This design comes from an exercise in tuning for small area and a short achievable clock period on the open sky130 flow, not from production work.
In this exercise RTL edits were held to simulation tests only and were not proved equivalent to the original.
No activity file was given, so power comes from the tool's default toggle rates.

==> flow/design.v, too long to show whole: its modules and the start of the top module <==
// module mul_simd_top: 1817 lines
module mul_simd_top
(
   input  logic        clk,
   input  logic        rst_n,
   input  logic        in_valid,
   input  logic [1:0]  op,
   input  logic [31:0] a,
   input  logic [31:0] b,
   output logic        out_valid,
   output logic [63:0] result
);
  // ...
==> flow/flow/run.sh <==
#!/bin/bash
# Own layout flow: the standard synthesis unchanged, then the standard ORFS
# steps with a few resizer settings changed:
#  - port buffers are buf cells (the default pick is a slow delay buffer),
#  - the resizer may swap cells across footprints,
#  - repair_timing aims for extra setup slack (see knobs.sh).
# Each step's full output goes to a log file in this folder.
set -euo pipefail
cd "$(dirname "$0")/.."
source flow/knobs.sh
bash standard.sh synth > flow_synth.log 2>&1
bash standard.sh "${KNOBS[@]}" finish > flow_layout.log 2>&1
==> flow/flow/knobs.sh <==
KNOBS=(
  MATCH_CELL_FOOTPRINT=0
  "BUFFER_PORTS_ARGS=-buffer_cell sky130_fd_sc_hd__buf_2"
  SETUP_SLACK_MARGIN=5
)
==> flow/standard.sh <==
#!/bin/bash
# synth_recipe.tcl (not shown) runs the flow's synth.tcl, then flattens the netlist and writes it again
# the make line also repeats each setting of config.mk as NAME=value (left out here)
make -C /OpenROAD-flow-scripts/flow DESIGN_CONFIG=/design/flow/config.mk WORK_HOME=/design/flow/orfs CLKGATE_MAP_FILE= SYNTH_SCRIPT=/design/flow/synth_recipe.tcl "${@:-finish}"
==> flow/config.mk <==
export PLATFORM = sky130hd
export DESIGN_NAME = mul_simd_top
export DESIGN_NICKNAME = mul_simd_top
export VERILOG_FILES = /design/flow/design.v
export SDC_FILE = /design/flow/constraint.sdc
export NUM_CORES = 4
export LEC_CHECK = 0
export CAP_MARGIN = 20
export CORE_MARGIN = 2
export CORE_UTILIZATION = 40
export SLEW_MARGIN = 20
==> flow/constraint.sdc <==
create_clock -name core_clock -period 9.5 [get_ports {clk}]
set_input_delay 1.9000 -clock core_clock [delete_from_list [all_inputs] [get_ports {clk}]]
set_output_delay 1.9000 -clock core_clock [all_outputs]
set_load 0.01 [all_outputs]
==> run_results.csv, run 1 <==
group,metric,value,unit
status,outcome,"complete, no violations",
worst_hold_path,holdCritPathClass,"register to register",
die,fp.dieH,230,um
setup_path,crit_chain,"and4_1 -> or3b_4 -> o21ai_4 -> a21o_1 -> a21o_1 -> ha_2 -> ha_4 -> ha_4 -> xor2_1 -> buf_2",
global_route,antenna_found_initial,5,
cells_and_area,antenna_cells,3,
setup_path,critPathBufInv,1,
cells_and_area,multi_input_area_share,0.618,
drt,drcViolationCount,0,
cells_and_area,multi_input_area,0.0142,mm2
cells_and_area,utilization,0.457,
setup_path,path_class,"register to output port",
cells_and_area,seqCellArea,0.00497,mm2
cells_and_area,non_clock_buffer_area_share,0.0452,
power_and_ir_drop,vdd_drop_max,0.234,mV
global_route,grt_pass1_vias,14900,
sta,worst_pin_slew,1.05,ns
cells_and_area,seq_cell_count,242,
worst_hold_path,hold_path_depth,0,
synth,yosysWarningCount,1,
synth,ys_ff_latch,242,
global_route,met2_usage,0.299,
cells_and_area,drive_gt1_frac,0.156,
synth,ys.flop_type,"dfxtp_1",
cells_and_area,inv_count,260,
power_and_ir_drop,switching_share,0.423,
drt,wl,53.2,mm
synth,synthDistinctLibCells,61,
clock_tree,root_buffer,"clkbuf_16",
clock_tree,clock_path_buffers,3,
clock_tree,cts_resized,94,
synth,syn_area_per_cell,9.78,um2
setup_path,arrival,2.80,ns
clock_tree,path_clk_slew,0.06,ns
global_route,use_met3,0.0329,
setup_path,cp_top_family,"compound AO/OA/AOI/OAI gates",
die,row_count,82,
synth,synth-edff-count,0,
drt,first_iter_violations,1199,
global_route,grt_max_degree,66,
placement,hpwl,40.6,mm
drt,met1_length,24.8,mm
==> run 2, diff against run 1 <==
--- a/flow/design.v
+++ b/flow/design.v
@@ -728,174 +728,138 @@
    wire l0_b0_x2 = l0_s10_16;
    wire l0_b0_y2 = l0_hs10_7;
    wire l0_b0_g2 = l0_b0_x2 & l0_b0_y2;
    wire l0_b0_p2 = l0_b0_x2 ^ l0_b0_y2;
    wire l0_b0_x3 = l0_hc10_7;
    wire l0_b0_y3 = l0_s11_21;
    wire l0_b0_g3 = l0_b0_x3 & l0_b0_y3;
    wire l0_b0_p3 = l0_b0_x3 ^ l0_b0_y3;
-   wire l0_b0_t0_1 = l0_b0_p1 & l0_b0_x0;
-   wire l0_b0_G0_1 = l0_b0_g1 | (l0_b0_t0_1 & l0_b0_y0);
-   wire l0_b0_P0_1 = l0_b0_p1 & l0_b0_p0;
-   wire l0_b0_t0_3 = l0_b0_p3 & l0_b0_x2;
-   wire l0_b0_G0_3 = l0_b0_g3 | (l0_b0_t0_3 & l0_b0_y2);
-   wire l0_b0_P0_3 = l0_b0_p3 & l0_b0_p2;
-   wire l0_b0_G1_2 = l0_b0_g2 | (l0_b0_p2 & l0_b0_G0_1);
-   wire l0_b0_P1_2 = l0_b0_p2 & l0_b0_P0_1;
-   wire l0_b0_G1_3 = l0_b0_G0_3 | (l0_b0_P0_3 & l0_b0_G0_1);
-   wire l0_b0_P1_3 = l0_b0_P0_3 & l0_b0_P0_1;
-   wire l0_b0_s1 = l0_b0_p1 ^ l0_b0_g0;
-   wire l0_b0_s2 = l0_b0_p2 ^ l0_b0_G0_1;
-   wire l0_b0_s3 = l0_b0_p3 ^ l0_b0_G1_2;
+   wire l0_b0_c1 = (l0_b0_g0);
+   wire l0_b0_s1 = l0_b0_p1 ^ l0_b0_c1;
+   wire l0_b0_c2 = (l0_b0_p1 & l0_b0_x0 & l0_b0_y0) | (l0_b0_g1);
+   wire l0_b0_s2 = l0_b0_p2 ^ l0_b0_c2;
+   wire l0_b0_c3 = (l0_b0_p1 & l0_b0_p2 & l0_b0_x0 & l0_b0_y0) | (l0_b0_p2 & l0_b0_x1 & l0_b0_y1) | (l0_b0_g2);
+   wire l0_b0_s3 = l0_b0_p3 ^ l0_b0_c3;
+   wire l0_b0_c4 = (l0_b0_p1 & l0_b0_p2 & l0_b0_p3 & l0_b0_x0 & l0_b0_y0) | (l0_b0_p2 & l0_b0_p3 & l0_b0_x1 & l0_b0_y1) | (l0_b0_p3 & l0_b0_x2 & l0_b0_y2) | (l0_b0_g3);
    wire l0_b1_x0 = l0_hs12_8;
    wire l0_b1_y0 = l0_c11_21;
    wire l0_b1_g0 = l0_b1_x0 & l0_b1_y0;
    wire l0_b1_p0 = l0_b1_x0 ^ l0_b1_y0;
    wire l0_b1_x1 = l0_hc12_8;
    wire l0_b1_y1 = l0_s13_32;
    wire l0_b1_g1 = l0_b1_x1 & l0_b1_y1;
    wire l0_b1_p1 = l0_b1_x1 ^ l0_b1_y1;
    wire l0_b1_x2 = l0_s14_38;
    wire l0_b1_y2 = l0_hs14_9;
    wire l0_b1_g2 = l0_b1_x2 & l0_b1_y2;
    wire l0_b1_p2 = l0_b1_x2 ^ l0_b1_y2;
    wire l0_b1_x3 = l0_hc14_9;
    wire l0_b1_y3 = l0_s15_45;
    wire l0_b1_g3 = l0_b1_x3 & l0_b1_y3;
    wire l0_b1_p3 = l0_b1_x3 ^ l0_b1_y3;
-   wire l0_b1_t0_1 = l0_b1_p1 & l0_b1_x0;
-   wire l0_b1_G0_1 = l0_b1_g1 | (l0_b1_t0_1 & l0_b1_y0);
-   wire l0_b1_P0_1 = l0_b1_p1 & l0_b1_p0;
-   wire l0_b1_t0_3 = l0_b1_p3 & l0_b1_x2;
-   wire l0_b1_G0_3 = l0_b1_g3 | (l0_b1_t0_3 & l0_b1_y2);
-   wire l0_b1_P0_3 = l0_b1_p3 & l0_b1_p2;
-   wire l0_b1_G1_2 = l0_b1_g2 | (l0_b1_p2 & l0_b1_G0_1);
-   wire l0_b1_P1_2 = l0_b1_p2 & l0_b1_P0_1;
-   wire l0_b1_G1_3 = l0_b1_G0_3 | (l0_b1_P0_3 & l0_b1_G0_1);
-   wire l0_b1_P1_3 = l0_b1_P0_3 & l0_b1_P0_1;
-   wire l0_b1_s1 = l0_b1_p1 ^ l0_b1_g0;
-   wire l0_b1_s2 = l0_b1_p2 ^ l0_b1_G0_1;
-   wire l0_b1_s3 = l0_b1_p3 ^ l0_b1_G1_2;
+   wire l0_b1_c1 = (l0_b1_g0);
+   wire l0_b1_s1 = l0_b1_p1 ^ l0_b1_c1;
+   wire l0_b1_c2 = (l0_b1_p1 & l0_b1_x0 & l0_b1_y0) | (l0_b1_g1);
+   wire l0_b1_s2 = l0_b1_p2 ^ l0_b1_c2;
+   wire l0_b1_c3 = (l0_b1_p1 & l0_b1_p2 & l0_b1_x0 & l0_b1_y0) | (l0_b1_p2 & l0_b1_x1 & l0_b1_y1) | (l0_b1_g2);
+   wire l0_b1_s3 = l0_b1_p3 ^ l0_b1_c3;
+   wire l0_b1_c4 = (l0_b1_p1 & l0_b1_p2 & l0_b1_p3 & l0_b1_x0 & l0_b1_y0) | (l0_b1_p2 & l0_b1_p3 & l0_b1_x1 & l0_b1_y1) | (l0_b1_p3 & l0_b1_x2 & l0_b1_y2) | (l0_b1_g3);
    wire l0_b2_x0 = l0_s16_52;
    wire l0_b2_y0 = l0_c15_45_k;
    wire l0_b2_g0 = l0_b2_x0 & l0_b2_y0;
    wire l0_b2_p0 = l0_b2_x0 ^ l0_b2_y0;
    wire l0_b2_x1 = l0_c16_52;
    wire l0_b2_y1 = l0_s17_59;
    wire l0_b2_g1 = l0_b2_x1 & l0_b2_y1;
    wire l0_b2_p1 = l0_b2_x1 ^ l0_b2_y1;
    wire l0_b2_x2 = l0_s18_65;
    wire l0_b2_y2 = l0_hs18_10;
    wire l0_b2_g2 = l0_b2_x2 & l0_b2_y2;
    wire l0_b2_p2 = l0_b2_x2 ^ l0_b2_y2;
    wire l0_b2_x3 = l0_hc18_10;
    wire l0_b2_y3 = l0_hs19_11;
    wire l0_b2_g3 = l0_b2_x3 & l0_b2_y3;
    wire l0_b2_p3 = l0_b2_x3 ^ l0_b2_y3;
-   wire l0_b2_t0_1 = l0_b2_p1 & l0_b2_x0;
-   wire l0_b2_G0_1 = l0_b2_g1 | (l0_b2_t0_1 & l0_b2_y0);
-   wire l0_b2_P0_1 = l0_b2_p1 & l0_b2_p0;
-   wire l0_b2_t0_3 = l0_b2_p3 & l0_b2_x2;
-   wire l0_b2_G0_3 = l0_b2_g3 | (l0_b2_t0_3 & l0_b2_y2);
-   wire l0_b2_P0_3 = l0_b2_p3 & l0_b2_p2;
-   wire l0_b2_G1_2 = l0_b2_g2 | (l0_b2_p2 & l0_b2_G0_1);
-   wire l0_b2_P1_2 = l0_b2_p2 & l0_b2_P0_1;
-   wire l0_b2_G1_3 = l0_b2_G0_3 | (l0_b2_P0_3 & l0_b2_G0_1);
-   wire l0_b2_P1_3 = l0_b2_P0_3 & l0_b2_P0_1;
-   wire l0_b2_s1 = l0_b2_p1 ^ l0_b2_g0;
-   wire l0_b2_s2 = l0_b2_p2 ^ l0_b2_G0_1;
-   wire l0_b2_s3 = l0_b2_p3 ^ l0_b2_G1_2;
+   wire l0_b2_c1 = (l0_b2_g0);
+   wire l0_b2_s1 = l0_b2_p1 ^ l0_b2_c1;
+   wire l0_b2_c2 = (l0_b2_p1 & l0_b2_x0 & l0_b2_y0) | (l0_b2_g1);
+   wire l0_b2_s2 = l0_b2_p2 ^ l0_b2_c2;
+   wire l0_b2_c3 = (l0_b2_p1 & l0_b2_p2 & l0_b2_x0 & l0_b2_y0) | (l0_b2_p2 & l0_b2_x1 & l0_b2_y1) | (l0_b2_g2);
+   wire l0_b2_s3 = l0_b2_p3 ^ l0_b2_c3;
+   wire l0_b2_c4 = (l0_b2_p1 & l0_b2_p2 & l0_b2_p3 & l0_b2_x0 & l0_b2_y0) | (l0_b2_p2 & l0_b2_p3 & l0_b2_x1 & l0_b2_y1) | (l0_b2_p3 & l0_b2_x2 & l0_b2_y2) | (l0_b2_g3);
    wire l0_b3_x0 = l0_hc19_11;
    wire l0_b3_y0 = l0_s20_77;
    wire l0_b3_g0 = l0_b3_x0 & l0_b3_y0;
    wire l0_b3_p0 = l0_b3_x0 ^ l0_b3_y0;
    wire l0_b3_x1 = l0_hs21_12;
    wire l0_b3_y1 = l0_c20_77;
    wire l0_b3_g1 = l0_b3_x1 & l0_b3_y1;
    wire l0_b3_p1 = l0_b3_x1 ^ l0_b3_y1;
    wire l0_b3_x2 = l0_hc21_12;
    wire l0_b3_y2 = l0_s22_87;
    wire l0_b3_g2 = l0_b3_x2 & l0_b3_y2;
    wire l0_b3_p2 = l0_b3_x2 ^ l0_b3_y2;
    wire l0_b3_x3 = l0_hs23_13;
    wire l0_b3_y3 = l0_c22_87;
    wire l0_b3_g3 = l0_b3_x3 & l0_b3_y3;
    wire l0_b3_p3 = l0_b3_x3 ^ l0_b3_y3;
-   wire l0_b3_t0_1 = l0_b3_p1 & l0_b3_x0;
-   wire l0_b3_G0_1 = l0_b3_g1 | (l0_b3_t0_1 & l0_b3_y0);
-   wire l0_b3_P0_1 = l0_b3_p1 & l0_b3_p0;
-   wire l0_b3_t0_3 = l0_b3_p3 & l0_b3_x2;
-   wire l0_b3_G0_3 = l0_b3_g3 | (l0_b3_t0_3 & l0_b3_y2);
-   wire l0_b3_P0_3 = l0_b3_p3 & l0_b3_p2;
-   wire l0_b3_G1_2 = l0_b3_g2 | (l0_b3_p2 & l0_b3_G0_1);
-   wire l0_b3_P1_2 = l0_b3_p2 & l0_b3_P0_1;
-   wire l0_b3_G1_3 = l0_b3_G0_3 | (l0_b3_P0_3 & l0_b3_G0_1);
-   wire l0_b3_P1_3 = l0_b3_P0_3 & l0_b3_P0_1;
-   wire l0_b3_s1 = l0_b3_p1 ^ l0_b3_g0;
-   wire l0_b3_s2 = l0_b3_p2 ^ l0_b3_G0_1;
-   wire l0_b3_s3 = l0_b3_p3 ^ l0_b3_G1_2;
+   wire l0_b3_c1 = (l0_b3_g0);
+   wire l0_b3_s1 = l0_b3_p1 ^ l0_b3_c1;
+   wire l0_b3_c2 = (l0_b3_p1 & l0_b3_x0 & l0_b3_y0) | (l0_b3_g1);
+   wire l0_b3_s2 = l0_b3_p2 ^ l0_b3_c2;
+   wire l0_b3_c3 = (l0_b3_p1 & l0_b3_p2 & l0_b3_x0 & l0_b3_y0) | (l0_b3_p2 & l0_b3_x1 & l0_b3_y1) | (l0_b3_g2);
+   wire l0_b3_s3 = l0_b3_p3 ^ l0_b3_c3;
+   wire l0_b3_c4 = (l0_b3_p1 & l0_b3_p2 & l0_b3_p3 & l0_b3_x0 & l0_b3_y0) | (l0_b3_p2 & l0_b3_p3 & l0_b3_x1 & l0_b3_y1) | (l0_b3_p3 & l0_b3_x2 & l0_b3_y2) | (l0_b3_g3);
    wire l0_b4_x0 = l0_hc23_13;
    wire l0_b4_y0 = l0_s24_95;
    wire l0_b4_g0 = l0_b4_x0 & l0_b4_y0;
    wire l0_b4_p0 = l0_b4_x0 ^ l0_b4_y0;
    wire l0_b4_x1 = l0_hs25_14;
    wire l0_b4_y1 = l0_c24_95;
    wire l0_b4_g1 = l0_b4_x1 & l0_b4_y1;
    wire l0_b4_p1 = l0_b4_x1 ^ l0_b4_y1;
    wire l0_b4_x2 = l0_hc25_14;
    wire l0_b4_y2 = l0_s26_101;
    wire l0_b4_g2 = l0_b4_x2 & l0_b4_y2;
    wire l0_b4_p2 = l0_b4_x2 ^ l0_b4_y2;
    wire l0_b4_x3 = l0_hs27_15;
    wire l0_b4_y3 = l0_c26_101;
    wire l0_b4_g3 = l0_b4_x3 & l0_b4_y3;
    wire l0_b4_p3 = l0_b4_x3 ^ l0_b4_y3;
-   wire l0_b4_t0_1 = l0_b4_p1 & l0_b4_x0;
-   wire l0_b4_G0_1 = l0_b4_g1 | (l0_b4_t0_1 & l0_b4_y0);
-   wire l0_b4_P0_1 = l0_b4_p1 & l0_b4_p0;
-   wire l0_b4_t0_3 = l0_b4_p3 & l0_b4_x2;
-   wire l0_b4_G0_3 = l0_b4_g3 | (l0_b4_t0_3 & l0_b4_y2);
-   wire l0_b4_P0_3 = l0_b4_p3 & l0_b4_p2;
-   wire l0_b4_G1_2 = l0_b4_g2 | (l0_b4_p2 & l0_b4_G0_1);
-   wire l0_b4_P1_2 = l0_b4_p2 & l0_b4_P0_1;
-   wire l0_b4_G1_3 = l0_b4_G0_3 | (l0_b4_P0_3 & l0_b4_G0_1);
-   wire l0_b4_P1_3 = l0_b4_P0_3 & l0_b4_P0_1;
-   wire l0_b4_s1 = l0_b4_p1 ^ l0_b4_g0;
-   wire l0_b4_s2 = l0_b4_p2 ^ l0_b4_G0_1;
-   wire l0_b4_s3 = l0_b4_p3 ^ l0_b4_G1_2;
+   wire l0_b4_c1 = (l0_b4_g0);
+   wire l0_b4_s1 = l0_b4_p1 ^ l0_b4_c1;
+   wire l0_b4_c2 = (l0_b4_p1 & l0_b4_x0 & l0_b4_y0) | (l0_b4_g1);
+   wire l0_b4_s2 = l0_b4_p2 ^ l0_b4_c2;
+   wire l0_b4_c3 = (l0_b4_p1 & l0_b4_p2 & l0_b4_x0 & l0_b4_y0) | (l0_b4_p2 & l0_b4_x1 & l0_b4_y1) | (l0_b4_g2);
+   wire l0_b4_s3 = l0_b4_p3 ^ l0_b4_c3;
+   wire l0_b4_c4 = (l0_b4_p1 & l0_b4_p2 & l0_b4_p3 & l0_b4_x0 & l0_b4_y0) | (l0_b4_p2 & l0_b4_p3 & l0_b4_x1 & l0_b4_y1) | (l0_b4_p3 & l0_b4_x2 & l0_b4_y2) | (l0_b4_g3);
    wire l0_b5_x0 = l0_hc27_15;
    wire l0_b5_y0 = l0_s28_105;
    wire l0_b5_g0 = l0_b5_x0 & l0_b5_y0;
    wire l0_b5_p0 = l0_b5_x0 ^ l0_b5_y0;
    wire l0_b5_x1 = l0_hs29_16;
    wire l0_b5_y1 = l0_c28_105;
    wire l0_b5_g1 = l0_b5_x1 & l0_b5_y1;
    wire l0_b5_p1 = l0_b5_x1 ^ l0_b5_y1;
    wire l0_b5_x2 = l0_hc29_16;
    wire l0_b5_y2 = l0_s30_107;
    wire l0_b5_g2 = l0_b5_x2 & l0_b5_y2;
    wire l0_b5_p2 = l0_b5_x2 ^ l0_b5_y2;
    wire l0_b5_x3 = l0_s31_108;
    wire l0_b5_y3 = 1'b0;
    wire l0_b5_g3 = l0_b5_x3 & l0_b5_y3;
    wire l0_b5_p3 = l0_b5_x3 ^ l0_b5_y3;
-   wire l0_b5_t0_1 = l0_b5_p1 & l0_b5_x0;
-   wire l0_b5_G0_1 = l0_b5_g1 | (l0_b5_t0_1 & l0_b5_y0);
-   wire l0_b5_P0_1 = l0_b5_p1 & l0_b5_p0;
-   wire l0_b5_t0_3 = l0_b5_p3 & l0_b5_x2;
-   wire l0_b5_G0_3 = l0_b5_g3 | (l0_b5_t0_3 & l0_b5_y2);
-   wire l0_b5_P0_3 = l0_b5_p3 & l0_b5_p2;
-   wire l0_b5_G1_2 = l0_b5_g2 | (l0_b5_p2 & l0_b5_G0_1);
-   wire l0_b5_P1_2 = l0_b5_p2 & l0_b5_P0_1;
-   wire l0_b5_G1_3 = l0_b5_G0_3 | (l0_b5_P0_3 & l0_b5_G0_1);
-   wire l0_b5_P1_3 = l0_b5_P0_3 & l0_b5_P0_1;
-   wire l0_b5_s1 = l0_b5_p1 ^ l0_b5_g0;
-   wire l0_b5_s2 = l0_b5_p2 ^ l0_b5_G0_1;
-   wire l0_b5_s3 = l0_b5_p3 ^ l0_b5_G1_2;
+   wire l0_b5_c1 = (l0_b5_g0);
+   wire l0_b5_s1 = l0_b5_p1 ^ l0_b5_c1;
+   wire l0_b5_c2 = (l0_b5_p1 & l0_b5_x0 & l0_b5_y0) | (l0_b5_g1);
+   wire l0_b5_s2 = l0_b5_p2 ^ l0_b5_c2;
+   wire l0_b5_c3 = (l0_b5_p1 & l0_b5_p2 & l0_b5_x0 & l0_b5_y0) | (l0_b5_p2 & l0_b5_x1 & l0_b5_y1) | (l0_b5_g2);
+   wire l0_b5_s3 = l0_b5_p3 ^ l0_b5_c3;
+   wire l0_b5_c4 = (l0_b5_p1 & l0_b5_p2 & l0_b5_p3 & l0_b5_x0 & l0_b5_y0) | (l0_b5_p2 & l0_b5_p3 & l0_b5_x1 & l0_b5_y1) | (l0_b5_p3 & l0_b5_x2 & l0_b5_y2) | (l0_b5_g3);
    wire l1_onew0 = bo1_r[0] & w1_r[1];
    wire l1_twow0 = bt1_r[0] & w1_r[2];
    wire l1_nnw0 = ~bn1_r[0] & w1_r[3];
    wire l1_onew1 = bo1_r[1] & w1_r[0];
    wire l1_twow1 = bt1_r[1] & w1_r[1];
    wire l1_nnw1 = ~bn1_r[1] & w1_r[2];
    wire l1_onew2 = bo1_r[2] & w1_r[3];
    wire l1_twow2 = bt1_r[2] & w1_r[0];
@@ -1500,211 +1464,175 @@
    wire l1_b0_x2 = l1_s10_16;
    wire l1_b0_y2 = l1_hs10_7;
    wire l1_b0_g2 = l1_b0_x2 & l1_b0_y2;
    wire l1_b0_p2 = l1_b0_x2 ^ l1_b0_y2;
    wire l1_b0_x3 = l1_hc10_7;
    wire l1_b0_y3 = l1_s11_21;
    wire l1_b0_g3 = l1_b0_x3 & l1_b0_y3;
    wire l1_b0_p3 = l1_b0_x3 ^ l1_b0_y3;
-   wire l1_b0_t0_1 = l1_b0_p1 & l1_b0_x0;
-   wire l1_b0_G0_1 = l1_b0_g1 | (l1_b0_t0_1 & l1_b0_y0);
-   wire l1_b0_P0_1 = l1_b0_p1 & l1_b0_p0;
-   wire l1_b0_t0_3 = l1_b0_p3 & l1_b0_x2;
-   wire l1_b0_G0_3 = l1_b0_g3 | (l1_b0_t0_3 & l1_b0_y2);
-   wire l1_b0_P0_3 = l1_b0_p3 & l1_b0_p2;
-   wire l1_b0_G1_2 = l1_b0_g2 | (l1_b0_p2 & l1_b0_G0_1);
-   wire l1_b0_P1_2 = l1_b0_p2 & l1_b0_P0_1;
-   wire l1_b0_G1_3 = l1_b0_G0_3 | (l1_b0_P0_3 & l1_b0_G0_1);
-   wire l1_b0_P1_3 = l1_b0_P0_3 & l1_b0_P0_1;
-   wire l1_b0_s1 = l1_b0_p1 ^ l1_b0_g0;
-   wire l1_b0_s2 = l1_b0_p2 ^ l1_b0_G0_1;
-   wire l1_b0_s3 = l1_b0_p3 ^ l1_b0_G1_2;
+   wire l1_b0_c1 = (l1_b0_g0);
+   wire l1_b0_s1 = l1_b0_p1 ^ l1_b0_c1;
+   wire l1_b0_c2 = (l1_b0_p1 & l1_b0_x0 & l1_b0_y0) | (l1_b0_g1);
+   wire l1_b0_s2 = l1_b0_p2 ^ l1_b0_c2;
+   wire l1_b0_c3 = (l1_b0_p1 & l1_b0_p2 & l1_b0_x0 & l1_b0_y0) | (l1_b0_p2 & l1_b0_x1 & l1_b0_y1) | (l1_b0_g2);
+   wire l1_b0_s3 = l1_b0_p3 ^ l1_b0_c3;
+   wire l1_b0_c4 = (l1_b0_p1 & l1_b0_p2 & l1_b0_p3 & l1_b0_x0 & l1_b0_y0) | (l1_b0_p2 & l1_b0_p3 & l1_b0_x1 & l1_b0_y1) | (l1_b0_p3 & l1_b0_x2 & l1_b0_y2) | (l1_b0_g3);
    wire l1_b1_x0 = l1_hs12_8;
    wire l1_b1_y0 = l1_c11_21;
    wire l1_b1_g0 = l1_b1_x0 & l1_b1_y0;
    wire l1_b1_p0 = l1_b1_x0 ^ l1_b1_y0;
    wire l1_b1_x1 = l1_hc12_8;
    wire l1_b1_y1 = l1_s13_32;
    wire l1_b1_g1 = l1_b1_x1 & l1_b1_y1;
    wire l1_b1_p1 = l1_b1_x1 ^ l1_b1_y1;
    wire l1_b1_x2 = l1_s14_38;
    wire l1_b1_y2 = l1_hs14_9;
    wire l1_b1_g2 = l1_b1_x2 & l1_b1_y2;
    wire l1_b1_p2 = l1_b1_x2 ^ l1_b1_y2;
    wire l1_b1_x3 = l1_hc14_9;
    wire l1_b1_y3 = l1_s15_45;
    wire l1_b1_g3 = l1_b1_x3 & l1_b1_y3;
    wire l1_b1_p3 = l1_b1_x3 ^ l1_b1_y3;
-   wire l1_b1_t0_1 = l1_b1_p1 & l1_b1_x0;
-   wire l1_b1_G0_1 = l1_b1_g1 | (l1_b1_t0_1 & l1_b1_y0);
-   wire l1_b1_P0_1 = l1_b1_p1 & l1_b1_p0;
-   wire l1_b1_t0_3 = l1_b1_p3 & l1_b1_x2;
-   wire l1_b1_G0_3 = l1_b1_g3 | (l1_b1_t0_3 & l1_b1_y2);
-   wire l1_b1_P0_3 = l1_b1_p3 & l1_b1_p2;
-   wire l1_b1_G1_2 = l1_b1_g2 | (l1_b1_p2 & l1_b1_G0_1);
-   wire l1_b1_P1_2 = l1_b1_p2 & l1_b1_P0_1;
-   wire l1_b1_G1_3 = l1_b1_G0_3 | (l1_b1_P0_3 & l1_b1_G0_1);
-   wire l1_b1_P1_3 = l1_b1_P0_3 & l1_b1_P0_1;
-   wire l1_b1_s1 = l1_b1_p1 ^ l1_b1_g0;
-   wire l1_b1_s2 = l1_b1_p2 ^ l1_b1_G0_1;
-   wire l1_b1_s3 = l1_b1_p3 ^ l1_b1_G1_2;
+   wire l1_b1_c1 = (l1_b1_g0);
+   wire l1_b1_s1 = l1_b1_p1 ^ l1_b1_c1;
+   wire l1_b1_c2 = (l1_b1_p1 & l1_b1_x0 & l1_b1_y0) | (l1_b1_g1);
+   wire l1_b1_s2 = l1_b1_p2 ^ l1_b1_c2;
+   wire l1_b1_c3 = (l1_b1_p1 & l1_b1_p2 & l1_b1_x0 & l1_b1_y0) | (l1_b1_p2 & l1_b1_x1 & l1_b1_y1) | (l1_b1_g2);
+   wire l1_b1_s3 = l1_b1_p3 ^ l1_b1_c3;
+   wire l1_b1_c4 = (l1_b1_p1 & l1_b1_p2 & l1_b1_p3 & l1_b1_x0 & l1_b1_y0) | (l1_b1_p2 & l1_b1_p3 & l1_b1_x1 & l1_b1_y1) | (l1_b1_p3 & l1_b1_x2 & l1_b1_y2) | (l1_b1_g3);
    wire l1_b2_x0 = l1_s16_52;
    wire l1_b2_y0 = l1_c15_45_k;
    wire l1_b2_g0 = l1_b2_x0 & l1_b2_y0;
    wire l1_b2_p0 = l1_b2_x0 ^ l1_b2_y0;
    wire l1_b2_x1 = l1_c16_52;
    wire l1_b2_y1 = l1_s17_59;
    wire l1_b2_g1 = l1_b2_x1 & l1_b2_y1;
    wire l1_b2_p1 = l1_b2_x1 ^ l1_b2_y1;
    wire l1_b2_x2 = l1_s18_65;
    wire l1_b2_y2 = l1_hs18_10;
    wire l1_b2_g2 = l1_b2_x2 & l1_b2_y2;
    wire l1_b2_p2 = l1_b2_x2 ^ l1_b2_y2;
    wire l1_b2_x3 = l1_hc18_10;
    wire l1_b2_y3 = l1_hs19_11;
    wire l1_b2_g3 = l1_b2_x3 & l1_b2_y3;
    wire l1_b2_p3 = l1_b2_x3 ^ l1_b2_y3;
-   wire l1_b2_t0_1 = l1_b2_p1 & l1_b2_x0;
-   wire l1_b2_G0_1 = l1_b2_g1 | (l1_b2_t0_1 & l1_b2_y0);
-   wire l1_b2_P0_1 = l1_b2_p1 & l1_b2_p0;
-   wire l1_b2_t0_3 = l1_b2_p3 & l1_b2_x2;
-   wire l1_b2_G0_3 = l1_b2_g3 | (l1_b2_t0_3 & l1_b2_y2);
-   wire l1_b2_P0_3 = l1_b2_p3 & l1_b2_p2;
-   wire l1_b2_G1_2 = l1_b2_g2 | (l1_b2_p2 & l1_b2_G0_1);
-   wire l1_b2_P1_2 = l1_b2_p2 & l1_b2_P0_1;
-   wire l1_b2_G1_3 = l1_b2_G0_3 | (l1_b2_P0_3 & l1_b2_G0_1);
-   wire l1_b2_P1_3 = l1_b2_P0_3 & l1_b2_P0_1;
-   wire l1_b2_s1 = l1_b2_p1 ^ l1_b2_g0;
-   wire l1_b2_s2 = l1_b2_p2 ^ l1_b2_G0_1;
-   wire l1_b2_s3 = l1_b2_p3 ^ l1_b2_G1_2;
+   wire l1_b2_c1 = (l1_b2_g0);
+   wire l1_b2_s1 = l1_b2_p1 ^ l1_b2_c1;
+   wire l1_b2_c2 = (l1_b2_p1 & l1_b2_x0 & l1_b2_y0) | (l1_b2_g1);
+   wire l1_b2_s2 = l1_b2_p2 ^ l1_b2_c2;
+   wire l1_b2_c3 = (l1_b2_p1 & l1_b2_p2 & l1_b2_x0 & l1_b2_y0) | (l1_b2_p2 & l1_b2_x1 & l1_b2_y1) | (l1_b2_g2);
+   wire l1_b2_s3 = l1_b2_p3 ^ l1_b2_c3;
+   wire l1_b2_c4 = (l1_b2_p1 & l1_b2_p2 & l1_b2_p3 & l1_b2_x0 & l1_b2_y0) | (l1_b2_p2 & l1_b2_p3 & l1_b2_x1 & l1_b2_y1) | (l1_b2_p3 & l1_b2_x2 & l1_b2_y2) | (l1_b2_g3);
    wire l1_b3_x0 = l1_hc19_11;
    wire l1_b3_y0 = l1_s20_77;
    wire l1_b3_g0 = l1_b3_x0 & l1_b3_y0;
    wire l1_b3_p0 = l1_b3_x0 ^ l1_b3_y0;
    wire l1_b3_x1 = l1_hs21_12;
    wire l1_b3_y1 = l1_c20_77;
    wire l1_b3_g1 = l1_b3_x1 & l1_b3_y1;
    wire l1_b3_p1 = l1_b3_x1 ^ l1_b3_y1;
    wire l1_b3_x2 = l1_hc21_12;
    wire l1_b3_y2 = l1_s22_87;
    wire l1_b3_g2 = l1_b3_x2 & l1_b3_y2;
    wire l1_b3_p2 = l1_b3_x2 ^ l1_b3_y2;
    wire l1_b3_x3 = l1_hs23_13;
    wire l1_b3_y3 = l1_c22_87;
    wire l1_b3_g3 = l1_b3_x3 & l1_b3_y3;
    wire l1_b3_p3 = l1_b3_x3 ^ l1_b3_y3;
-   wire l1_b3_t0_1 = l1_b3_p1 & l1_b3_x0;
-   wire l1_b3_G0_1 = l1_b3_g1 | (l1_b3_t0_1 & l1_b3_y0);
-   wire l1_b3_P0_1 = l1_b3_p1 & l1_b3_p0;
-   wire l1_b3_t0_3 = l1_b3_p3 & l1_b3_x2;
-   wire l1_b3_G0_3 = l1_b3_g3 | (l1_b3_t0_3 & l1_b3_y2);
-   wire l1_b3_P0_3 = l1_b3_p3 & l1_b3_p2;
-   wire l1_b3_G1_2 = l1_b3_g2 | (l1_b3_p2 & l1_b3_G0_1);
-   wire l1_b3_P1_2 = l1_b3_p2 & l1_b3_P0_1;
-   wire l1_b3_G1_3 = l1_b3_G0_3 | (l1_b3_P0_3 & l1_b3_G0_1);
-   wire l1_b3_P1_3 = l1_b3_P0_3 & l1_b3_P0_1;
-   wire l1_b3_s1 = l1_b3_p1 ^ l1_b3_g0;
-   wire l1_b3_s2 = l1_b3_p2 ^ l1_b3_G0_1;
-   wire l1_b3_s3 = l1_b3_p3 ^ l1_b3_G1_2;
+   wire l1_b3_c1 = (l1_b3_g0);
+   wire l1_b3_s1 = l1_b3_p1 ^ l1_b3_c1;
+   wire l1_b3_c2 = (l1_b3_p1 & l1_b3_x0 & l1_b3_y0) | (l1_b3_g1);
+   wire l1_b3_s2 = l1_b3_p2 ^ l1_b3_c2;
+   wire l1_b3_c3 = (l1_b3_p1 & l1_b3_p2 & l1_b3_x0 & l1_b3_y0) | (l1_b3_p2 & l1_b3_x1 & l1_b3_y1) | (l1_b3_g2);
+   wire l1_b3_s3 = l1_b3_p3 ^ l1_b3_c3;
+   wire l1_b3_c4 = (l1_b3_p1 & l1_b3_p2 & l1_b3_p3 & l1_b3_x0 & l1_b3_y0) | (l1_b3_p2 & l1_b3_p3 & l1_b3_x1 & l1_b3_y1) | (l1_b3_p3 & l1_b3_x2 & l1_b3_y2) | (l1_b3_g3);
    wire l1_b4_x0 = l1_hc23_13;
    wire l1_b4_y0 = l1_s24_95;
    wire l1_b4_g0 = l1_b4_x0 & l1_b4_y0;
    wire l1_b4_p0 = l1_b4_x0 ^ l1_b4_y0;
    wire l1_b4_x1 = l1_hs25_14;
    wire l1_b4_y1 = l1_c24_95;
    wire l1_b4_g1 = l1_b4_x1 & l1_b4_y1;
    wire l1_b4_p1 = l1_b4_x1 ^ l1_b4_y1;
    wire l1_b4_x2 = l1_hc25_14;
    wire l1_b4_y2 = l1_s26_101;
    wire l1_b4_g2 = l1_b4_x2 & l1_b4_y2;
    wire l1_b4_p2 = l1_b4_x2 ^ l1_b4_y2;
    wire l1_b4_x3 = l1_hs27_15;
    wire l1_b4_y3 = l1_c26_101;
    wire l1_b4_g3 = l1_b4_x3 & l1_b4_y3;
    wire l1_b4_p3 = l1_b4_x3 ^ l1_b4_y3;
-   wire l1_b4_t0_1 = l1_b4_p1 & l1_b4_x0;
-   wire l1_b4_G0_1 = l1_b4_g1 | (l1_b4_t0_1 & l1_b4_y0);
-   wire l1_b4_P0_1 = l1_b4_p1 & l1_b4_p0;
-   wire l1_b4_t0_3 = l1_b4_p3 & l1_b4_x2;
-   wire l1_b4_G0_3 = l1_b4_g3 | (l1_b4_t0_3 & l1_b4_y2);
-   wire l1_b4_P0_3 = l1_b4_p3 & l1_b4_p2;
-   wire l1_b4_G1_2 = l1_b4_g2 | (l1_b4_p2 & l1_b4_G0_1);
-   wire l1_b4_P1_2 = l1_b4_p2 & l1_b4_P0_1;
-   wire l1_b4_G1_3 = l1_b4_G0_3 | (l1_b4_P0_3 & l1_b4_G0_1);
-   wire l1_b4_P1_3 = l1_b4_P0_3 & l1_b4_P0_1;
-   wire l1_b4_s1 = l1_b4_p1 ^ l1_b4_g0;
-   wire l1_b4_s2 = l1_b4_p2 ^ l1_b4_G0_1;
-   wire l1_b4_s3 = l1_b4_p3 ^ l1_b4_G1_2;
+   wire l1_b4_c1 = (l1_b4_g0);
+   wire l1_b4_s1 = l1_b4_p1 ^ l1_b4_c1;
+   wire l1_b4_c2 = (l1_b4_p1 & l1_b4_x0 & l1_b4_y0) | (l1_b4_g1);
+   wire l1_b4_s2 = l1_b4_p2 ^ l1_b4_c2;
+   wire l1_b4_c3 = (l1_b4_p1 & l1_b4_p2 & l1_b4_x0 & l1_b4_y0) | (l1_b4_p2 & l1_b4_x1 & l1_b4_y1) | (l1_b4_g2);
+   wire l1_b4_s3 = l1_b4_p3 ^ l1_b4_c3;
+   wire l1_b4_c4 = (l1_b4_p1 & l1_b4_p2 & l1_b4_p3 & l1_b4_x0 & l1_b4_y0) | (l1_b4_p2 & l1_b4_p3 & l1_b4_x1 & l1_b4_y1) | (l1_b4_p3 & l1_b4_x2 & l1_b4_y2) | (l1_b4_g3);
    wire l1_b5_x0 = l1_hc27_15;
    wire l1_b5_y0 = l1_s28_105;
    wire l1_b5_g0 = l1_b5_x0 & l1_b5_y0;
    wire l1_b5_p0 = l1_b5_x0 ^ l1_b5_y0;
    wire l1_b5_x1 = l1_hs29_16;
    wire l1_b5_y1 = l1_c28_105;
    wire l1_b5_g1 = l1_b5_x1 & l1_b5_y1;
    wire l1_b5_p1 = l1_b5_x1 ^ l1_b5_y1;
    wire l1_b5_x2 = l1_hc29_16;
    wire l1_b5_y2 = l1_s30_107;
    wire l1_b5_g2 = l1_b5_x2 & l1_b5_y2;
    wire l1_b5_p2 = l1_b5_x2 ^ l1_b5_y2;
    wire l1_b5_x3 = l1_s31_108;
    wire l1_b5_y3 = 1'b0;
    wire l1_b5_g3 = l1_b5_x3 & l1_b5_y3;
    wire l1_b5_p3 = l1_b5_x3 ^ l1_b5_y3;
-   wire l1_b5_t0_1 = l1_b5_p1 & l1_b5_x0;
-   wire l1_b5_G0_1 = l1_b5_g1 | (l1_b5_t0_1 & l1_b5_y0);
-   wire l1_b5_P0_1 = l1_b5_p1 & l1_b5_p0;
-   wire l1_b5_t0_3 = l1_b5_p3 & l1_b5_x2;
-   wire l1_b5_G0_3 = l1_b5_g3 | (l1_b5_t0_3 & l1_b5_y2);
-   wire l1_b5_P0_3 = l1_b5_p3 & l1_b5_p2;
-   wire l1_b5_G1_2 = l1_b5_g2 | (l1_b5_p2 & l1_b5_G0_1);
-   wire l1_b5_P1_2 = l1_b5_p2 & l1_b5_P0_1;
-   wire l1_b5_G1_3 = l1_b5_G0_3 | (l1_b5_P0_3 & l1_b5_G0_1);
-   wire l1_b5_P1_3 = l1_b5_P0_3 & l1_b5_P0_1;
-   wire l1_b5_s1 = l1_b5_p1 ^ l1_b5_g0;
-   wire l1_b5_s2 = l1_b5_p2 ^ l1_b5_G0_1;
-   wire l1_b5_s3 = l1_b5_p3 ^ l1_b5_G1_2;
+   wire l1_b5_c1 = (l1_b5_g0);
+   wire l1_b5_s1 = l1_b5_p1 ^ l1_b5_c1;
+   wire l1_b5_c2 = (l1_b5_p1 & l1_b5_x0 & l1_b5_y0) | (l1_b5_g1);
+   wire l1_b5_s2 = l1_b5_p2 ^ l1_b5_c2;
+   wire l1_b5_c3 = (l1_b5_p1 & l1_b5_p2 & l1_b5_x0 & l1_b5_y0) | (l1_b5_p2 & l1_b5_x1 & l1_b5_y1) | (l1_b5_g2);
+   wire l1_b5_s3 = l1_b5_p3 ^ l1_b5_c3;
+   wire l1_b5_c4 = (l1_b5_p1 & l1_b5_p2 & l1_b5_p3 & l1_b5_x0 & l1_b5_y0) | (l1_b5_p2 & l1_b5_p3 & l1_b5_x1 & l1_b5_y1) | (l1_b5_p3 & l1_b5_x2 & l1_b5_y2) | (l1_b5_g3);
    always_ff @(posedge clk) begin
       w20_r <= w0_r[0];
       w21_r <= w1_r[0];
       lo0_r[0] <= l0_la_p0;
       lo0_r[1] <= l0_la_s1;
       lo0_r[2] <= l0_la_s2;
       lo0_r[3] <= l0_la_s3;
       lo0_r[4] <= l0_la_s4;
       lo0_r[5] <= l0_la_s5;
       lo0_r[6] <= l0_la_s6;
       lo0_r[7] <= l0_la_s7;
       cy0_r <= l0_la_G2_7;
       bs0_r[8] <= l0_b0_p0;
       bs0_r[9] <= l0_b0_s1;
       bs0_r[10] <= l0_b0_s2;
       bs0_r[11] <= l0_b0_s3;
-      bg0_r[0] <= l0_b0_G1_3;
+      bg0_r[0] <= l0_b0_c4;
       bs0_r[12] <= l0_b1_p0;
       bs0_r[13] <= l0_b1_s1;
       bs0_r[14] <= l0_b1_s2;
       bs0_r[15] <= l0_b1_s3;
-      bg0_r[1] <= l0_b1_G1_3;
+      bg0_r[1] <= l0_b1_c4;
       bs0_r[16] <= l0_b2_p0;
       bs0_r[17] <= l0_b2_s1;
       bs0_r[18] <= l0_b2_s2;
       bs0_r[19] <= l0_b2_s3;
-      bg0_r[2] <= l0_b2_G1_3;
+      bg0_r[2] <= l0_b2_c4;
       bs0_r[20] <= l0_b3_p0;
       bs0_r[21] <= l0_b3_s1;
       bs0_r[22] <= l0_b3_s2;
       bs0_r[23] <= l0_b3_s3;
-      bg0_r[3] <= l0_b3_G1_3;
+      bg0_r[3] <= l0_b3_c4;
       bs0_r[24] <= l0_b4_p0;
       bs0_r[25] <= l0_b4_s1;
       bs0_r[26] <= l0_b4_s2;
       bs0_r[27] <= l0_b4_s3;
-      bg0_r[4] <= l0_b4_G1_3;
+      bg0_r[4] <= l0_b4_c4;
       bs0_r[28] <= l0_b5_p0;
       bs0_r[29] <= l0_b5_s1;
       bs0_r[30] <= l0_b5_s2;
       bs0_r[31] <= l0_b5_s3;
       lo1_r[0] <= l1_la_p0;
       lo1_r[1] <= l1_la_s1;
       lo1_r[2] <= l1_la_s2;
       lo1_r[3] <= l1_la_s3;
@@ -1712,107 +1640,143 @@
       lo1_r[5] <= l1_la_s5;
       lo1_r[6] <= l1_la_s6;
       lo1_r[7] <= l1_la_s7;
       cy1_r <= l1_la_G2_7;
       bs1_r[8] <= l1_b0_p0;
       bs1_r[9] <= l1_b0_s1;
       bs1_r[10] <= l1_b0_s2;
       bs1_r[11] <= l1_b0_s3;
-      bg1_r[0] <= l1_b0_G1_3;
+      bg1_r[0] <= l1_b0_c4;
       bs1_r[12] <= l1_b1_p0;
       bs1_r[13] <= l1_b1_s1;
       bs1_r[14] <= l1_b1_s2;
       bs1_r[15] <= l1_b1_s3;
-      bg1_r[1] <= l1_b1_G1_3;
+      bg1_r[1] <= l1_b1_c4;
       bs1_r[16] <= l1_b2_p0;
       bs1_r[17] <= l1_b2_s1;
       bs1_r[18] <= l1_b2_s2;
       bs1_r[19] <= l1_b2_s3;
-      bg1_r[2] <= l1_b2_G1_3;
+      bg1_r[2] <= l1_b2_c4;
       bs1_r[20] <= l1_b3_p0;
       bs1_r[21] <= l1_b3_s1;
       bs1_r[22] <= l1_b3_s2;
       bs1_r[23] <= l1_b3_s3;
-      bg1_r[3] <= l1_b3_G1_3;
+      bg1_r[3] <= l1_b3_c4;
       bs1_r[24] <= l1_b4_p0;
       bs1_r[25] <= l1_b4_s1;
       bs1_r[26] <= l1_b4_s2;
       bs1_r[27] <= l1_b4_s3;
-      bg1_r[4] <= l1_b4_G1_3;
+      bg1_r[4] <= l1_b4_c4;
       bs1_r[28] <= l1_b5_p0;
       bs1_r[29] <= l1_b5_s1;
       bs1_r[30] <= l1_b5_s2;
       bs1_r[31] <= l1_b5_s3;
    end
    assign result[7:0] = lo0_r;
    wire f0_c0 = cy0_r;
-   assign result[8] = bs0_r[8] ^ (f0_c0);
-   assign result[9] = bs0_r[9] ^ (f0_c0 & bs0_r[8]);
-   assign result[10] = bs0_r[10] ^ (f0_c0 & bs0_r[8] & bs0_r[9]);
-   assign result[11] = bs0_r[11] ^ (f0_c0 & bs0_r[8] & bs0_r[9] & bs0_r[10]);
+   assign result[8] = bs0_r[8] ^ f0_c0;
+   wire f0_q0_1 = bs0_r[8];
+   assign result[9] = bs0_r[9] ^ (f0_c0 & f0_q0_1);
+   wire f0_q0_2 = bs0_r[8] & bs0_r[9];
+   assign result[10] = bs0_r[10] ^ (f0_c0 & f0_q0_2);
+   wire f0_q0_3 = bs0_r[8] & bs0_r[9] & bs0_r[10];
+   assign result[11] = bs0_r[11] ^ (f0_c0 & f0_q0_3);
    wire f0_n0 = (bg0_r[0] | ((bs0_r[8] & bs0_r[9] & bs0_r[10] & bs0_r[11]) & f0_c0));
    wire f0_c1 = f0_n0;
-   assign result[12] = bs0_r[12] ^ (f0_c1);
-   assign result[13] = bs0_r[13] ^ (f0_c1 & bs0_r[12]);
-   assign result[14] = bs0_r[14] ^ (f0_c1 & bs0_r[12] & bs0_r[13]);
-   assign result[15] = bs0_r[15] ^ (f0_c1 & bs0_r[12] & bs0_r[13] & bs0_r[14]);
+   assign result[12] = bs0_r[12] ^ f0_c1;
+   wire f0_q1_1 = bs0_r[12];
+   assign result[13] = bs0_r[13] ^ (f0_c1 & f0_q1_1);
+   wire f0_q1_2 = bs0_r[12] & bs0_r[13];
+   assign result[14] = bs0_r[14] ^ (f0_c1 & f0_q1_2);
+   wire f0_q1_3 = bs0_r[12] & bs0_r[13] & bs0_r[14];
+   assign result[15] = bs0_r[15] ^ (f0_c1 & f0_q1_3);
    wire f0_n1 = ((bg0_r[1] | ((bs0_r[12] & bs0_r[13] & bs0_r[14] & bs0_r[15]) & f0_c1)) & w20_r);
    wire f0_c2 = f0_n1;
-   assign result[16] = bs0_r[16] ^ (f0_c2);
-   assign result[17] = bs0_r[17] ^ (f0_c2 & bs0_r[16]);
-   assign result[18] = bs0_r[18] ^ (f0_c2 & bs0_r[16] & bs0_r[17]);
-   assign result[19] = bs0_r[19] ^ (f0_c2 & bs0_r[16] & bs0_r[17] & bs0_r[18]);
+   assign result[16] = bs0_r[16] ^ f0_c2;
+   wire f0_q2_1 = bs0_r[16];
+   assign result[17] = bs0_r[17] ^ (f0_c2 & f0_q2_1);
+   wire f0_q2_2 = bs0_r[16] & bs0_r[17];
+   assign result[18] = bs0_r[18] ^ (f0_c2 & f0_q2_2);
+   wire f0_q2_3 = bs0_r[16] & bs0_r[17] & bs0_r[18];
+   assign result[19] = bs0_r[19] ^ (f0_c2 & f0_q2_3);
    wire f0_n2 = (bg0_r[2] | ((bs0_r[16] & bs0_r[17] & bs0_r[18] & bs0_r[19]) & f0_c2));
    wire f0_c3 = f0_n2;
-   assign result[20] = bs0_r[20] ^ (f0_c3);
-   assign result[21] = bs0_r[21] ^ (f0_c3 & bs0_r[20]);
-   assign result[22] = bs0_r[22] ^ (f0_c3 & bs0_r[20] & bs0_r[21]);
-   assign result[23] = bs0_r[23] ^ (f0_c3 & bs0_r[20] & bs0_r[21] & bs0_r[22]);
+   assign result[20] = bs0_r[20] ^ f0_c3;
+   wire f0_q3_1 = bs0_r[20];
+   assign result[21] = bs0_r[21] ^ (f0_c3 & f0_q3_1);
+   wire f0_q3_2 = bs0_r[20] & bs0_r[21];
+   assign result[22] = bs0_r[22] ^ (f0_c3 & f0_q3_2);
+   wire f0_q3_3 = bs0_r[20] & bs0_r[21] & bs0_r[22];
+   assign result[23] = bs0_r[23] ^ (f0_c3 & f0_q3_3);
    wire f0_n3 = (bg0_r[3] | ((bs0_r[20] & bs0_r[21] & bs0_r[22] & bs0_r[23]) & f0_c3));
    wire f0_c4 = f0_n3;
-   assign result[24] = bs0_r[24] ^ (f0_c4);
-   assign result[25] = bs0_r[25] ^ (f0_c4 & bs0_r[24]);
-   assign result[26] = bs0_r[26] ^ (f0_c4 & bs0_r[24] & bs0_r[25]);
-   assign result[27] = bs0_r[27] ^ (f0_c4 & bs0_r[24] & bs0_r[25] & bs0_r[26]);
+   assign result[24] = bs0_r[24] ^ f0_c4;
+   wire f0_q4_1 = bs0_r[24];
+   assign result[25] = bs0_r[25] ^ (f0_c4 & f0_q4_1);
+   wire f0_q4_2 = bs0_r[24] & bs0_r[25];
+   assign result[26] = bs0_r[26] ^ (f0_c4 & f0_q4_2);
+   wire f0_q4_3 = bs0_r[24] & bs0_r[25] & bs0_r[26];
+   assign result[27] = bs0_r[27] ^ (f0_c4 & f0_q4_3);
    wire f0_n4 = (bg0_r[4] | ((bs0_r[24] & bs0_r[25] & bs0_r[26] & bs0_r[27]) & f0_c4));
    wire f0_c5 = f0_n4;
-   assign result[28] = bs0_r[28] ^ (f0_c5);
-   assign result[29] = bs0_r[29] ^ (f0_c5 & bs0_r[28]);
-   assign result[30] = bs0_r[30] ^ (f0_c5 & bs0_r[28] & bs0_r[29]);
-   assign result[31] = bs0_r[31] ^ (f0_c5 & bs0_r[28] & bs0_r[29] & bs0_r[30]);
+   assign result[28] = bs0_r[28] ^ f0_c5;
+   wire f0_q5_1 = bs0_r[28];
+   assign result[29] = bs0_r[29] ^ (f0_c5 & f0_q5_1);
+   wire f0_q5_2 = bs0_r[28] & bs0_r[29];
+   assign result[30] = bs0_r[30] ^ (f0_c5 & f0_q5_2);
+   wire f0_q5_3 = bs0_r[28] & bs0_r[29] & bs0_r[30];
+   assign result[31] = bs0_r[31] ^ (f0_c5 & f0_q5_3);
    assign result[39:32] = lo1_r;
    wire f1_c0 = cy1_r;
-   assign result[40] = bs1_r[8] ^ (f1_c0);
-   assign result[41] = bs1_r[9] ^ (f1_c0 & bs1_r[8]);
-   assign result[42] = bs1_r[10] ^ (f1_c0 & bs1_r[8] & bs1_r[9]);
-   assign result[43] = bs1_r[11] ^ (f1_c0 & bs1_r[8] & bs1_r[9] & bs1_r[10]);
+   assign result[40] = bs1_r[8] ^ f1_c0;
+   wire f1_q0_1 = bs1_r[8];
+   assign result[41] = bs1_r[9] ^ (f1_c0 & f1_q0_1);
+   wire f1_q0_2 = bs1_r[8] & bs1_r[9];
+   assign result[42] = bs1_r[10] ^ (f1_c0 & f1_q0_2);
+   wire f1_q0_3 = bs1_r[8] & bs1_r[9] & bs1_r[10];
+   assign result[43] = bs1_r[11] ^ (f1_c0 & f1_q0_3);
    wire f1_n0 = (bg1_r[0] | ((bs1_r[8] & bs1_r[9] & bs1_r[10] & bs1_r[11]) & f1_c0));
    wire f1_c1 = f1_n0;
-   assign result[44] = bs1_r[12] ^ (f1_c1);
-   assign result[45] = bs1_r[13] ^ (f1_c1 & bs1_r[12]);
-   assign result[46] = bs1_r[14] ^ (f1_c1 & bs1_r[12] & bs1_r[13]);
-   assign result[47] = bs1_r[15] ^ (f1_c1 & bs1_r[12] & bs1_r[13] & bs1_r[14]);
+   assign result[44] = bs1_r[12] ^ f1_c1;
+   wire f1_q1_1 = bs1_r[12];
+   assign result[45] = bs1_r[13] ^ (f1_c1 & f1_q1_1);
+   wire f1_q1_2 = bs1_r[12] & bs1_r[13];
+   assign result[46] = bs1_r[14] ^ (f1_c1 & f1_q1_2);
+   wire f1_q1_3 = bs1_r[12] & bs1_r[13] & bs1_r[14];
+   assign result[47] = bs1_r[15] ^ (f1_c1 & f1_q1_3);
    wire f1_n1 = ((bg1_r[1] | ((bs1_r[12] & bs1_r[13] & bs1_r[14] & bs1_r[15]) & f1_c1)) & w21_r);
    wire f1_c2 = f1_n1;
-   assign result[48] = bs1_r[16] ^ (f1_c2);
-   assign result[49] = bs1_r[17] ^ (f1_c2 & bs1_r[16]);
-   assign result[50] = bs1_r[18] ^ (f1_c2 & bs1_r[16] & bs1_r[17]);
-   assign result[51] = bs1_r[19] ^ (f1_c2 & bs1_r[16] & bs1_r[17] & bs1_r[18]);
+   assign result[48] = bs1_r[16] ^ f1_c2;
+   wire f1_q2_1 = bs1_r[16];
+   assign result[49] = bs1_r[17] ^ (f1_c2 & f1_q2_1);
+   wire f1_q2_2 = bs1_r[16] & bs1_r[17];
+   assign result[50] = bs1_r[18] ^ (f1_c2 & f1_q2_2);
+   wire f1_q2_3 = bs1_r[16] & bs1_r[17] & bs1_r[18];
+   assign result[51] = bs1_r[19] ^ (f1_c2 & f1_q2_3);
    wire f1_n2 = (bg1_r[2] | ((bs1_r[16] & bs1_r[17] & bs1_r[18] & bs1_r[19]) & f1_c2));
    wire f1_c3 = f1_n2;
-   assign result[52] = bs1_r[20] ^ (f1_c3);
-   assign result[53] = bs1_r[21] ^ (f1_c3 & bs1_r[20]);
-   assign result[54] = bs1_r[22] ^ (f1_c3 & bs1_r[20] & bs1_r[21]);
-   assign result[55] = bs1_r[23] ^ (f1_c3 & bs1_r[20] & bs1_r[21] & bs1_r[22]);
+   assign result[52] = bs1_r[20] ^ f1_c3;
+   wire f1_q3_1 = bs1_r[20];
+   assign result[53] = bs1_r[21] ^ (f1_c3 & f1_q3_1);
+   wire f1_q3_2 = bs1_r[20] & bs1_r[21];
+   assign result[54] = bs1_r[22] ^ (f1_c3 & f1_q3_2);
+   wire f1_q3_3 = bs1_r[20] & bs1_r[21] & bs1_r[22];
+   assign result[55] = bs1_r[23] ^ (f1_c3 & f1_q3_3);
    wire f1_n3 = (bg1_r[3] | ((bs1_r[20] & bs1_r[21] & bs1_r[22] & bs1_r[23]) & f1_c3));
    wire f1_c4 = f1_n3;
-   assign result[56] = bs1_r[24] ^ (f1_c4);
-   assign result[57] = bs1_r[25] ^ (f1_c4 & bs1_r[24]);
-   assign result[58] = bs1_r[26] ^ (f1_c4 & bs1_r[24] & bs1_r[25]);
-   assign result[59] = bs1_r[27] ^ (f1_c4 & bs1_r[24] & bs1_r[25] & bs1_r[26]);
+   assign result[56] = bs1_r[24] ^ f1_c4;
+   wire f1_q4_1 = bs1_r[24];
+   assign result[57] = bs1_r[25] ^ (f1_c4 & f1_q4_1);
+   wire f1_q4_2 = bs1_r[24] & bs1_r[25];
+   assign result[58] = bs1_r[26] ^ (f1_c4 & f1_q4_2);
+   wire f1_q4_3 = bs1_r[24] & bs1_r[25] & bs1_r[26];
+   assign result[59] = bs1_r[27] ^ (f1_c4 & f1_q4_3);
    wire f1_n4 = (bg1_r[4] | ((bs1_r[24] & bs1_r[25] & bs1_r[26] & bs1_r[27]) & f1_c4));
    wire f1_c5 = f1_n4;
-   assign result[60] = bs1_r[28] ^ (f1_c5);
-   assign result[61] = bs1_r[29] ^ (f1_c5 & bs1_r[28]);
-   assign result[62] = bs1_r[30] ^ (f1_c5 & bs1_r[28] & bs1_r[29]);
-   assign result[63] = bs1_r[31] ^ (f1_c5 & bs1_r[28] & bs1_r[29] & bs1_r[30]);
+   assign result[60] = bs1_r[28] ^ f1_c5;
+   wire f1_q5_1 = bs1_r[28];
+   assign result[61] = bs1_r[29] ^ (f1_c5 & f1_q5_1);
+   wire f1_q5_2 = bs1_r[28] & bs1_r[29];
+   assign result[62] = bs1_r[30] ^ (f1_c5 & f1_q5_2);
+   wire f1_q5_3 = bs1_r[28] & bs1_r[29] & bs1_r[30];
+   assign result[63] = bs1_r[31] ^ (f1_c5 & f1_q5_3);
 endmodule
==> run 2 against run 1 <==
Compared with the run above:
- sequential cell count stayed put
- utilization is 0.68 points lower
- count of clock-buffer cells in the layout is 5 lower
- clock skew is 0.024 ns lower
- critical path depth is 4 higher
- critical endpoint is now bg1_r[3]
- largest cell class unchanged
==> run_results.csv, run 2 <==
group,metric,value,unit
power_and_ir_drop,leakage,9.72,nW
synth,synth_top_area_cell,"dfxtp_1",
setup_path,slowest_delay,0.53,ns
global_route,grt_pass1_wl,84.2,mm
setup_path,reg2reg_setup_slack,5.09,ns
setup_path,critPathBufInv,2,
die,fp.dieH,231,um
cells_and_area,utilization,0.450,
die,io_pins,134,
setup_path,r2r_start,"bo1_r[1]",
sta,final_hold_viol_count,0,
synth,synth_common_cells,"a22oi_1 (262), xnor2_1 (252), dfxtp_1 (240)",
clock_tree,cts_tree,"yes",
die,fp.dieArea,0.0533,mm2
drt,via_per_inst,5.30,
clock_tree,cts_buffers,28,
power_and_ir_drop,vdd_drop_max,0.168,mV
power_and_ir_drop,power.total,7.35,mW
sta,maxSlewViolCount,0,
synth,netlist.area_leader.share,0.233,
cells_and_area,nFillCells,4927,
synth,ys_ff_latch,242,
synth,synthMostInstantiatedCell,"a22oi_1",
cells_and_area,final_cells,2870,
placement,dp_cells,2784,
setup_path,arrival,4.88,ns
synth,yosysWarningCount,1,
global_route,grt-ovfl-total,0,
setup_path,cp_top_family,"adder cells",
sta,finalSetupTns,0,ns
setup_path,path_class,"register to register",
power_and_ir_drop,powerDensity,319,mW/mm2
synth,synth_nets,2536,
cells_and_area,drive_gt1_frac,0.143,
clock_tree,cts_sinks,242,
worst_hold_path,holdCritPathClass,"register to register",
clock_tree,clock_path_buffers,3,
setup_path,slowest_stage,"fa_2",
setup_path,reg2regPathDepth,14,
sta,worst_pin_slew,0.864,ns
setup_path,crit_path_max_fanout,13,
synth,ys.flop_type,"dfxtp_1",
sta,post-route-period-util,0.465,
synth,async_reset_ff_frac,0.00826,
drt,drcViolationCount,0,
drt,post_drt_wl_per_cell,18.5,um
setup_path,critPathLaunchType,"register",
global_route,track_usage,0.198,
die,row_count,83,
synth,ys_seq_area_frac,0.236,
global_route,antenna_found_initial,9,
die,initial_utilization,0.403,
placement,dp_slack,4.42,ns
sta,fin_crit,4.41,ns
sta,setup_viol,0,
die,die_w,231,um
drt,dr.pass1.iters,7,
synth,postSynthCellCount,2133,
drt,via_count,15200,
placement,hpwl,41.0,mm
drt,first_iter_violations,1068,
cells_and_area,layout_commonest_cell,"a22oi_1",
global_route,grt_pass1_vias,15200,
placement,port_buffers,133,
setup_path,worstSetupEndpointType,"register",
clock_tree,cts_max_level,1,
cells_and_area,area_growth,11.7,%
setup_path,crit_chain,"a22oi_1 -> xnor2_1 -> and2_1 -> fa_2 -> inv_1 -> fa_1 -> fa_1 -> inv_1 -> fa_1 -> fa_1 -> ha_4 -> a32o_1 -> a22o_1 -> a21o_1",
run,cap_violations,0,
status,outcome,"complete, no violations",
clock_tree,clk_latency,0.59,ns
worst_hold_path,hp-start,"v1_r",
clock_tree,root_buffer,"clkbuf_16",
worst_hold_path,hold_path_depth,0,
cells_and_area,stdcell_area,0.0230,mm2
synth,synthDistinctLibCells,56,
setup_path,r2r-end,"bg1_r[3]",
placement,gp_congestion,0.863,
worst_hold_path,hold_end,"out_valid",
setup_path,crit_required,9.96,ns
sta,fmax,227,MHz
die,core-area,0.0511,mm2
sta,fin_ws,5.09,ns
drt,wl,53.2,mm
cells_and_area,nNetsFinal,2567,
drt,ant_nets,0,
placement,placed_area,0.0215,mm2
synth,syn-cell-area,0.0206,mm2
synth,syn_area_per_cell,9.66,um2
setup_path,crit_top_cell,"fa_1",
synth,synth-edff-count,0,
sta,skew,0.0173,ns
sta,hold_slack,0.347,ns
synth,synth_area_leaders,"dfxtp_1 (23%), fa_1 (21%), xnor2_1 (11%)",
sta,slew_headroom,0.423,
global_route,grt_max_degree,74,
cells_and_area,layout_common_cells,"a22oi_1 (261), xnor2_1 (250), inv_1 (232), fa_1 (219), dfxtp_1 (189)",
sta,rsz0062_at_grt,"yes",
clock_tree,path_clk_slew,0.06,ns
-- run 2: cell types whose count changed after synthesis, moves of 7 or more --
cell,delta
o21ai_1,+10
o21ai_0,+11
ha_1,-22
a32o_1,+8
nand2_1,+12
xnor2_1,+56
inv_1,-22
clkbuf_2,-8
nor3_1,+7
fa_1,-12
a31oi_1,-7
xor2_1,-27
o22ai_1,-7
-- run 2: cells by family after synthesis --
logic type / count (synthesis) / share of synthesized area
DFF: 242 / 0.236
xor gates and xnor gates: 388 / 0.165
and+or+nand+nor: 291 / 0.0754
adders and majority gates: 334 / 0.283
buffers and inverters: 409 / 0.0776
muxes: 1 / 0.000486
AOI/OAI and AO/OA: 468 / 0.163
-- run 2: report_power, final --
group,total (mW),switching (mW),internal (mW),leakage [nW]
Sequential,1.59,0.270,1.32,2.05
Clock,1.22,0.480,0.744,0.488
Combinational,4.54,2.39,2.15,7.18
Total,7.35,3.13,4.21,9.72
-- run 2: cell type report --
cell class	instances	area, um2	area share
Inverter	236	893	0.0388
Antenna cell	5	12.5	0.000544
Timing Repair Buffer	174	1010	0.0437
Clock inverter	19	313	0.0136
Tap cell	680	851	0.0370
Clock buffer	32	726	0.0316
Multi-Input combinational cell	1482	14200	0.619
Sequential cell	242	4970	0.216
-- run 2: per-layer routing --
metal  share of wire  global-route usage  vias to the layer above
met5         0.00079                   0                        -
met4           0.025              0.0583                        8
met3           0.077              0.0406                       76
met2            0.44               0.298                      578
met1            0.46               0.284                     7428
li1                -                   -                     7133
-- run 2: worst max-delay path by stage --
stage,from,endpoint,slack (ns),depth (start not counted)
6_report,bo1_r[1],bg1_r[3],5.09,14
2_1_floorplan,bo1_r[5],bg1_r[3],5.06,14
3_5_place_dp,w0_r[0],bg1_r[3],4.42,13
5_1_grt,bs0_r[8],result[29],4.93,8
3_3_place_gp,w0_r[0],bg1_r[3],4.48,13
4_1_cts,w0_r[0],bg1_r[3],4.94,13
-- run 2: what timing repair did --
| action | 4_1_cts | 5_1_grt |
|---|---|---|
| setup endpoints to repair | 33 | 19 |
| gates resized for setup | 50 | 48 |
| pin swaps | 3 | 6 |
| setup buffers | 10 | 20 |
| hold buffers | 0 | 0 |
| hold endpoints to repair | 0 | 0 |

[port drivers added, routing unchanged]
Ports are ideal in the flow. The routed layouts listed here were re-timed in OpenROAD.
Step 1 sets driving cells, clkbuf_16 on the clock port and buf_2 on the other inputs (assumed; they add their load-dependent delay and slew).
Step 2, shift: input delay + t, output delay - t, t = (earliest + latest rising clock arrival at the registers) / 2. This alone moves slack from input paths to output paths.
a / b / c = ideal / step 1 / step 2; a / b = the first two.
| run | t (ns) | setup WS [ns] | worst setup path after step 2 |
|---|---|---|---|
| run 1 | 0.635 | 4.796 / 4.738 / 5.164 | register to register |
| run 2 | 0.632 | 5.087 / 5.041 / 5.087 | register to register |
After both steps every run listed still meets setup and hold.
